Context: an optimization exercise on an open-source flow, tuned for a short achievable clock period and few clock cycles. The choices shown serve that exercise and are no tape-out recipe.
RTL that was checked went through simulation tests only; none was proved equivalent to the original.
Power figures rest on the tool's default switching activity, not on a simulated workload.

## rev 12
Design mipsPipe, start of the top module:
module mipsPipe (
	input  logic clk,
	input  logic reset,
	output logic [32-1:0] imemAddr,
	input  logic [32-1:0] imemData,
	output logic [32-1:0] dmemAddr,
	output logic [32-1:0] dmemWdata,
	output logic dmemWe,
	input  logic [32-1:0] dmemRdata
);
	localparam int FST_LOG = 3;
	localparam int FST_N = 1 << FST_LOG;
	logic [31:2] pc;
	logic seqF;
	logic dValid;
	logic [31:0] dInstr;
	logic [31:2] dPcPlus4;
	logic [31:2] bTargetD;
	logic [31:2] dPc;
	logic dPredF;
	logic dFetchedTaken;
	logic dPred;
	logic redirectD;
	logic eRegWrite, eMemToReg, eMemWrite, eBranch;
	logic eSub, eSelArith, eSelAnd, eSelOr, eSelSlt;
	logic ePred;
	logic [31:0] eA, eB, eOpBx;
	logic [31:2] eRecover;
	logic [4:0] eWReg;
	logic mRegWrite, mMemToReg, mMemWrite;
	logic [31:0] mAlu, mWData;
	logic [4:0] mWReg;
	logic loadStall;
	logic redirectE;
	logic [31:0] aluE;
	logic [31:2] pcPlus4F, bTargetF, jTargetF, seqNextF, fstTargetF;
	logic jumpF, fstHitF;
	assign imemAddr = {pc, 2'b00};
	assign jumpF = imemData[31:26] == 6'b000010;
	prefixAdd #(.W(30)) incF (.a(pc), .b(30'd0), .cin(1'b1), .s(pcPlus4F));
	assign jTargetF = {pcPlus4F[31:28], imemData[25:0]};
	prefixAdd #(.W(30)) brAddF (.a(pc), .b({{14{imemData[15]}}, imemData[15:0]}), .cin(1'b1),
		.s(bTargetF));
	logic fstValid [FST_N];
	logic fstTaken [FST_N];
	logic [31:2] fstKey [FST_N];
	logic [31:2] fstKeyM4 [FST_N];
	logic [31:2] fstTarget [FST_N];
	logic [FST_LOG-1:0] fstPtr;
	logic fstTakenF;
	logic installFold, installTaken;
	logic [FST_N-1:0] luHitVec;
	logic [31:2] luTarget;
	logic luTaken;
	logic luHitR, luValidR, luTakenR;
	logic [31:2] luTargetR;
	always_comb begin
		luTarget = '0;
		luTaken = 1'b0;
		for (int i = 0; i < FST_N; i++) begin
			luHitVec[i] = fstValid[i] && !(instR && fstPtr == i) &&
				(fstHitF ? fstKey[i] == fstTargetF : fstKeyM4[i] == pc);
			luTarget = luTarget | ({30{luHitVec[i]}} & fstTarget[i]);
			luTaken = luTaken | (luHitVec[i] & fstTaken[i]);
		end
	end
	always_ff @(posedge clk) begin
  ...
Size in the first run: about 6,600 cells after synthesis, ~160 I/O pins, ~0.10 mm2 of cells after synthesis.
clock: 7.0 ns
lec_check: 0
abc_clock_period_in_ps: 2500
cap_margin: 35
core_margin: 2
core_utilization: 55
setup_slack_margin: 4.0
slew_margin: 35
standard.sh (not shown) runs the stock make flow with config.mk's settings and CLKGATE_MAP_FILE= SYNTH_SCRIPT=/design/flow/synth_recipe.tcl, a recipe that flattens the netlist after the stock synthesis.
==> flow/flow/run.sh <==
#!/bin/bash
# The standard layout, with extra rounds of timing repair after global routing
# (flow/post_grt.tcl). The whole make output goes to flow_make.log here.
set -euo pipefail
export POST_GLOBAL_ROUTE_TCL="$PWD/flow/post_grt.tcl"
bash standard.sh finish > flow_make.log 2>&1
==> flow/flow/post_grt.tcl <==
# More timing repair on global-route parasitics before detailed routing: each round repairs,
# legalizes the placement and reroutes what changed, as global_route.tcl does once.
set rounds 3
if {[info exists ::env(EXTRA_REPAIR_ROUNDS)]} { set rounds $::env(EXTRA_REPAIR_ROUNDS) }
for {set i 0} {$i < $rounds} {incr i} {
  log_cmd estimate_parasitics -global_routing
  puts "extra repair round $i: worst slack [sta::worst_slack_cmd max]"
  repair_timing_helper
  log_cmd global_route -start_incremental
  log_cmd detailed_placement
  log_cmd global_route -end_incremental
}
log_cmd estimate_parasitics -global_routing
puts "after extra repair rounds: worst slack [sta::worst_slack_cmd max]"
Testbench counts of rev 12, summed over its fixed seeds: cycles 115,014.
Modified inputs, rev 13 compared to rev 12
--- a/flow/design.v
+++ b/flow/design.v
@@ -233,25 +233,24 @@
 	output logic dmemWe,
 	input  logic [32-1:0] dmemRdata
 );
 	localparam int FST_LOG = 3;
 	localparam int FST_N = 1 << FST_LOG;
 	logic [31:2] pc;
 	logic seqF;
 	logic dValid;
 	logic [31:0] dInstr;
 	logic [31:2] dPcPlus4;
 	logic [31:2] bTargetD;
 	logic [31:2] dPc;
-	logic dPredF;
 	logic dFetchedTaken;
 	logic dPred;
 	logic redirectD;
 	logic eRegWrite, eMemToReg, eMemWrite, eBranch;
 	logic eSub, eSelArith, eSelAnd, eSelOr, eSelSlt;
 	logic ePred;
 	logic [31:0] eA, eB, eOpBx;
 	logic [31:2] eRecover;
 	logic [4:0] eWReg;
 	logic mRegWrite, mMemToReg, mMemWrite;
 	logic [31:0] mAlu, mWData;
 	logic [4:0] mWReg;
@@ -265,56 +264,59 @@
 	prefixAdd #(.W(30)) incF (.a(pc), .b(30'd0), .cin(1'b1), .s(pcPlus4F));
 	assign jTargetF = {pcPlus4F[31:28], imemData[25:0]};
 	prefixAdd #(.W(30)) brAddF (.a(pc), .b({{14{imemData[15]}}, imemData[15:0]}), .cin(1'b1),
 		.s(bTargetF));
 	logic fstValid [FST_N];
 	logic fstTaken [FST_N];
 	logic [31:2] fstKey [FST_N];
 	logic [31:2] fstKeyM4 [FST_N];
 	logic [31:2] fstTarget [FST_N];
 	logic [FST_LOG-1:0] fstPtr;
 	logic fstTakenF;
 	logic installFold, installTaken;
-	logic [FST_N-1:0] luHitVec;
-	logic [31:2] luTarget;
-	logic luTaken;
-	logic luHitR, luValidR, luTakenR;
-	logic [31:2] luTargetR;
-	always_comb begin
-		luTarget = '0;
-		luTaken = 1'b0;
+	logic [FST_N-1:0] seqHitR, tgtHitR, hitVecF;
+	logic luValidR, luSeqR;
+	always_ff @(posedge clk) begin
 		for (int i = 0; i < FST_N; i++) begin
-			luHitVec[i] = fstValid[i] && !(instR && fstPtr == i) &&
-				(fstHitF ? fstKey[i] == fstTargetF : fstKeyM4[i] == pc);
-			luTarget = luTarget | ({30{luHitVec[i]}} & fstTarget[i]);
-			luTaken = luTaken | (luHitVec[i] & fstTaken[i]);
+			if (instR && fstPtr == i) begin
+				seqHitR[i] <= 1'b0;
+				tgtHitR[i] <= 1'b0;
+			end else if (!loadStall) begin
+				seqHitR[i] <= fstValid[i] && fstKeyM4[i] == pc;
+				tgtHitR[i] <= fstValid[i] && fstKey[i] == fstTargetF;
+			end
 		end
 	end
 	always_ff @(posedge clk) begin
 		if (!loadStall) begin
-			luHitR <= |luHitVec;
-			luTakenR <= luTaken;
-			luTargetR <= luTarget;
+			luSeqR <= !fstHitF;
 		end
 	end
 	always_ff @(posedge clk) begin
 		if (reset || redirectE) begin
 			luValidR <= 1'b0;
 		end else if (!loadStall) begin
 			luValidR <= !redirectD && !jumpF;
 		end
 	end
-	assign fstHitF = luValidR && luHitR;
-	assign fstTargetF = luTargetR;
-	assign fstTakenF = luTakenR;
+	assign hitVecF = luSeqR ? seqHitR : tgtHitR;
+	always_comb begin
+		fstTargetF = '0;
+		fstTakenF = 1'b0;
+		for (int i = 0; i < FST_N; i++) begin
+			fstTargetF = fstTargetF | ({30{hitVecF[i]}} & fstTarget[i]);
+			fstTakenF = fstTakenF | (hitVecF[i] & fstTaken[i]);
+		end
+	end
+	assign fstHitF = luValidR && (|hitVecF);
 	assign seqNextF = fstHitF ? fstTargetF : pcPlus4F;
 	always_ff @(posedge clk) begin
 		if (reset) begin
 			pc <= '0;
 		end else if (redirectE) begin
 			pc <= eRecover;
 		end else if (!loadStall) begin
 			if (redirectD) begin
 				pc <= bTargetD;
 			end else if (jumpF) begin
 				pc <= jTargetF;
 			end else begin
@@ -369,26 +371,24 @@
 	always_ff @(posedge clk) begin
 		if (reset || redirectE) begin
 			dValid <= 1'b0;
 		end else if (!loadStall) begin
 			dValid <= !jumpF && !redirectD;
 		end
 	end
 	always_ff @(posedge clk) begin
 		if (!loadStall) begin
 			dInstr <= imemData;
 			dPcPlus4 <= pcPlus4F;
 			dPc <= pc;
-			dPredF <= imemData[31:26] == 6'b000100 &&
-				((imemData[25:21] == imemData[20:16]) || imemData[15]);
 			bTargetD <= bTargetF;
 			dFetchedTaken <= fstHitF && fstTakenF;
 		end
 	end
 	logic [4:0] rsD, rtD, wRegD;
 	logic regWriteD, memToRegD, memWriteD, branchD, aluSrcD, subD;
 	logic selArithD, selAndD, selOrD, selSltD, usesRtD;
 	logic [31:0] rfA, rfB, dA, dB, srcAD, srcBD, immD, resultM, opBD;
 	logic [4:0] rsF, rtF;
 	logic fwdAE, fwdBE;
 	assign rsD = dInstr[25:21];
 	assign rtD = dInstr[20:16];
@@ -437,25 +437,25 @@
 				dB <= aluE;
 			end else if (mRegWrite && mWReg == rtF) begin
 				dB <= resultM;
 			end else begin
 				dB <= rfB;
 			end
 		end
 	end
 	assign srcAD = (mRegWrite && mWReg == rsD) ? resultM : dA;
 	assign srcBD = (mRegWrite && mWReg == rtD) ? resultM : dB;
 	assign immD = {{16{dInstr[15]}}, dInstr[15:0]};
 	assign opBD = aluSrcD ? immD : (subD ? ~srcBD : srcBD);
-	assign dPred = dValid && dPredF;
+	assign dPred = branchD && ((rsD == rtD) || dInstr[15]);
 	assign redirectD = dPred && !dFetchedTaken && !loadStall;
 	assign fwdAE = eRegWrite && eWReg == rsD;
 	assign fwdBE = eRegWrite && eWReg == rtD;
 	assign loadStall = dValid && eMemToReg && ((eWReg == rsD) || (usesRtD && eWReg == rtD));
 	always_ff @(posedge clk) begin
 		if (reset || redirectE || loadStall) begin
 			eRegWrite <= 1'b0;
 			eMemToReg <= 1'b0;
 			eMemWrite <= 1'b0;
 			eBranch <= 1'b0;
 		end else begin
 			eRegWrite <= regWriteD;
[summary]
Lower growth of design area from synthesis to finish among rev 13 and rev 12: rev 13. Fmax: rev 13 below rev 12. Rev 13 ends up with higher number of standard cells after synthesis than rev 12 does. Side by side, overall fraction of global-route tracks in use turned out lower in rev 13 than in rev 12. Worst path setup slack after routing (higher): rev 12.
The RTL of rev 13 was laid out without a check of its function.

---

Setup of lane 2:
mipsPipe, a different RTL version from the one above (not shown whole).
Size: about 6,100 cells after synthesis, about 2,200 flip-flops, roughly 97,000 um^2 of cells after synthesis.
clock: 7.0 ns
lec_check: 0
abc_clock_period_in_ps: 2500
cap_margin: 35
core_margin: 2
core_utilization: 55
setup_slack_margin: 4.0
slew_margin: 35
Scripts as last shown in full above: flow/flow/run.sh, flow/flow/post_grt.tcl
Lane 2 finished end to end and its layout was clean on timing, DRC and antenna.
## Diff of input files: lane 3 against lane 2
--- a/flow/design.v
+++ b/flow/design.v
@@ -227,64 +227,39 @@
 	logic loadStall;
 	logic redirectE;
 	logic [31:0] aluE;
 	logic [31:2] pcPlus4F, jTargetF, seqNextF, fstTargetF;
 	logic jumpF, fstHitF;
 	assign imemAddr = {pc, 2'b00};
 	assign jumpF = imemData[31:26] == 6'b000010;
 	prefixAdd #(.W(30)) incF (.a(pc), .b(30'd0), .cin(1'b1), .s(pcPlus4F));
 	assign jTargetF = {pcPlus4F[31:28], imemData[25:0]};
 	logic fstValid [FST_N];
 	logic fstTaken [FST_N];
 	logic [31:2] fstKey [FST_N];
-	logic [31:2] fstKeyM4 [FST_N];
 	logic [31:2] fstTarget [FST_N];
 	logic [FST_LOG-1:0] fstPtr;
+	logic [FST_N-1:0] fstHitVec;
 	logic fstTakenF;
 	logic installFold, installTaken;
-	logic [FST_N-1:0] seqHitR, tgtHitR, hitVecF;
-	logic luValidR, luSeqR;
-	always_ff @(posedge clk) begin
-		for (int i = 0; i < FST_N; i++) begin
-			if (instR && fstPtr == i) begin
-				seqHitR[i] <= 1'b0;
-				tgtHitR[i] <= 1'b0;
-			end else if (!loadStall) begin
-				seqHitR[i] <= fstValid[i] && fstKeyM4[i] == pc;
-				tgtHitR[i] <= fstValid[i] && fstKey[i] == fstTargetF;
-			end
-		end
-	end
-	always_ff @(posedge clk) begin
-		if (!loadStall) begin
-			luSeqR <= !fstHitF;
-		end
-	end
-	always_ff @(posedge clk) begin
-		if (reset || redirectE) begin
-			luValidR <= 1'b0;
-		end else if (!loadStall) begin
-			luValidR <= !redirectD && !jumpF;
-		end
-	end
-	assign hitVecF = luSeqR ? seqHitR : tgtHitR;
 	always_comb begin
 		fstTargetF = '0;
 		fstTakenF = 1'b0;
 		for (int i = 0; i < FST_N; i++) begin
-			fstTargetF = fstTargetF | ({30{hitVecF[i]}} & fstTarget[i]);
-			fstTakenF = fstTakenF | (hitVecF[i] & fstTaken[i]);
+			fstHitVec[i] = fstValid[i] && fstKey[i] == pc;
+			fstTargetF = fstTargetF | ({30{fstHitVec[i]}} & fstTarget[i]);
+			fstTakenF = fstTakenF | (fstHitVec[i] & fstTaken[i]);
 		end
 	end
-	assign fstHitF = luValidR && (|hitVecF);
+	assign fstHitF = |fstHitVec;
 	assign seqNextF = fstHitF ? fstTargetF : pcPlus4F;
 	always_ff @(posedge clk) begin
 		if (reset) begin
 			pc <= '0;
 		end else if (redirectE) begin
 			pc <= eRecover;
 		end else if (!loadStall) begin
 			if (redirectD) begin
 				pc <= bTargetD;
 			end else if (jumpF) begin
 				pc <= jTargetF;
 			end else begin
@@ -292,72 +267,69 @@
 			end
 		end
 	end
 	always_ff @(posedge clk) begin
 		if (reset || redirectE) begin
 			seqF <= 1'b0;
 		end else if (!loadStall) begin
 			seqF <= !redirectD && !jumpF && !fstHitF;
 		end
 	end
 	assign installFold = jumpF && seqF && !loadStall && !(dValid && dPred);
 	assign installTaken = redirectD;
-	prefixAdd #(.W(30)) decD (.a(dPc), .b('1), .cin(1'b0), .s(dPcMinus4));
 	logic instR, instTakenR;
-	logic [31:2] instKeyR, instKeyM4R, instTargetR, dPcMinus4;
+	logic [31:2] instKeyR, instTargetR;
 	always_ff @(posedge clk) begin
 		if (reset) begin
 			instR <= 1'b0;
 		end else begin
 			instR <= installFold || installTaken;
 		end
 	end
 	always_ff @(posedge clk) begin
 		instTakenR <= installTaken;
 		instKeyR <= dPc;
-		instKeyM4R <= dPcMinus4;
 		instTargetR <= installTaken ? bTargetD : jTargetF;
 	end
 	always_ff @(posedge clk) begin
 		if (reset) begin
 			fstPtr <= '0;
 			for (int i = 0; i < FST_N; i++) begin
 				fstValid[i] <= 1'b0;
 			end
 		end else if (instR) begin
 			fstValid[fstPtr] <= 1'b1;
 			fstPtr <= fstPtr + 1'b1;
 		end
 	end
 	always_ff @(posedge clk) begin
 		if (instR) begin
 			fstKey[fstPtr] <= instKeyR;
-			fstKeyM4[fstPtr] <= instKeyM4R;
 			fstTarget[fstPtr] <= instTargetR;
 			fstTaken[fstPtr] <= instTakenR;
 		end
 	end
 	always_ff @(posedge clk) begin
 		if (reset || redirectE) begin
 			dValid <= 1'b0;
 		end else if (!loadStall) begin
 			dValid <= !jumpF && !redirectD;
 		end
 	end
 	always_ff @(posedge clk) begin
 		if (!loadStall) begin
 			dInstr <= imemData;
 			dPcPlus4 <= pcPlus4F;
 			dPc <= pc;
-			dFetchedTaken <= fstHitF && fstTakenF;
+			dFetchedTaken <= fstTakenF;
 		end
 	end
 	logic [4:0] rsD, rtD, wRegD;
 	logic regWriteD, memToRegD, memWriteD, branchD, aluSrcD, subD;
 	logic selArithD, selAndD, selOrD, selSltD, usesRtD;
 	logic [31:0] rfA, rfB, srcAD, srcBD, immD, resultM, opBD;
 	logic fwdAE, fwdBE;
 	assign rsD = dInstr[25:21];
 	assign rtD = dInstr[20:16];
 	controlUnit ctl (
 		.instr(dInstr),
 		.valid(dValid),
==> comparison <==
- Total number of multi-input combinational cells (higher): lane 2
- A busiest metal layer after global routing of met1 is what lane 3 shows, while met2 belongs to lane 2.
- The final reports for lane 3 and lane 2 show synthesized area lower in the former.
- Across both runs, count of non-filler cells in the finished layout was lower for lane 3 than for lane 2.
- Compared with lane 2, in lane 3 total power consumption of the routed design went down; number of vias after detailed routing shrank by 7,255; logic gate share of total power went up 1.3 points.
No functional check of the RTL was part of any run of this note.

separate check: timing with driven ports:
No port has a modelled driver above. Below, the same layouts with a new extraction and two added sets of constraints. Step 1 sets driving cells, clkbuf_16 on the clock port and buf_2 on the other inputs (assumed; they add their load-dependent delay and slew). Step 2 times the ports against the registers' clock, not the clock port: input delays grow and output delays shrink by t, the midpoint of the rising clock arrivals with the driver on. Three values: ideal ports, drivers, drivers and shift; two values: the first two.
run | t, ns | slack for setup (ns) | clock arrival spread, ns
rev 12 | 0.974 | 3.730 / 3.661 / 2.687 | 0.033 / 0.033
rev 13 | 0.956 | 3.663 / 3.663 / 2.795 | 0.033 / 0.033
lane 2 | 0.944 | 3.679 / 3.679 / 3.131 | 0.029 / 0.030
lane 3 | 0.900 | 3.663 / 3.663 / 3.112 | 0.055 / 0.056
After both steps setup and hold are still met in every run listed. For rev 12, which loses most, drivers alone change the setup slack by -0.069 ns; drivers and shift together by -1.043 ns.
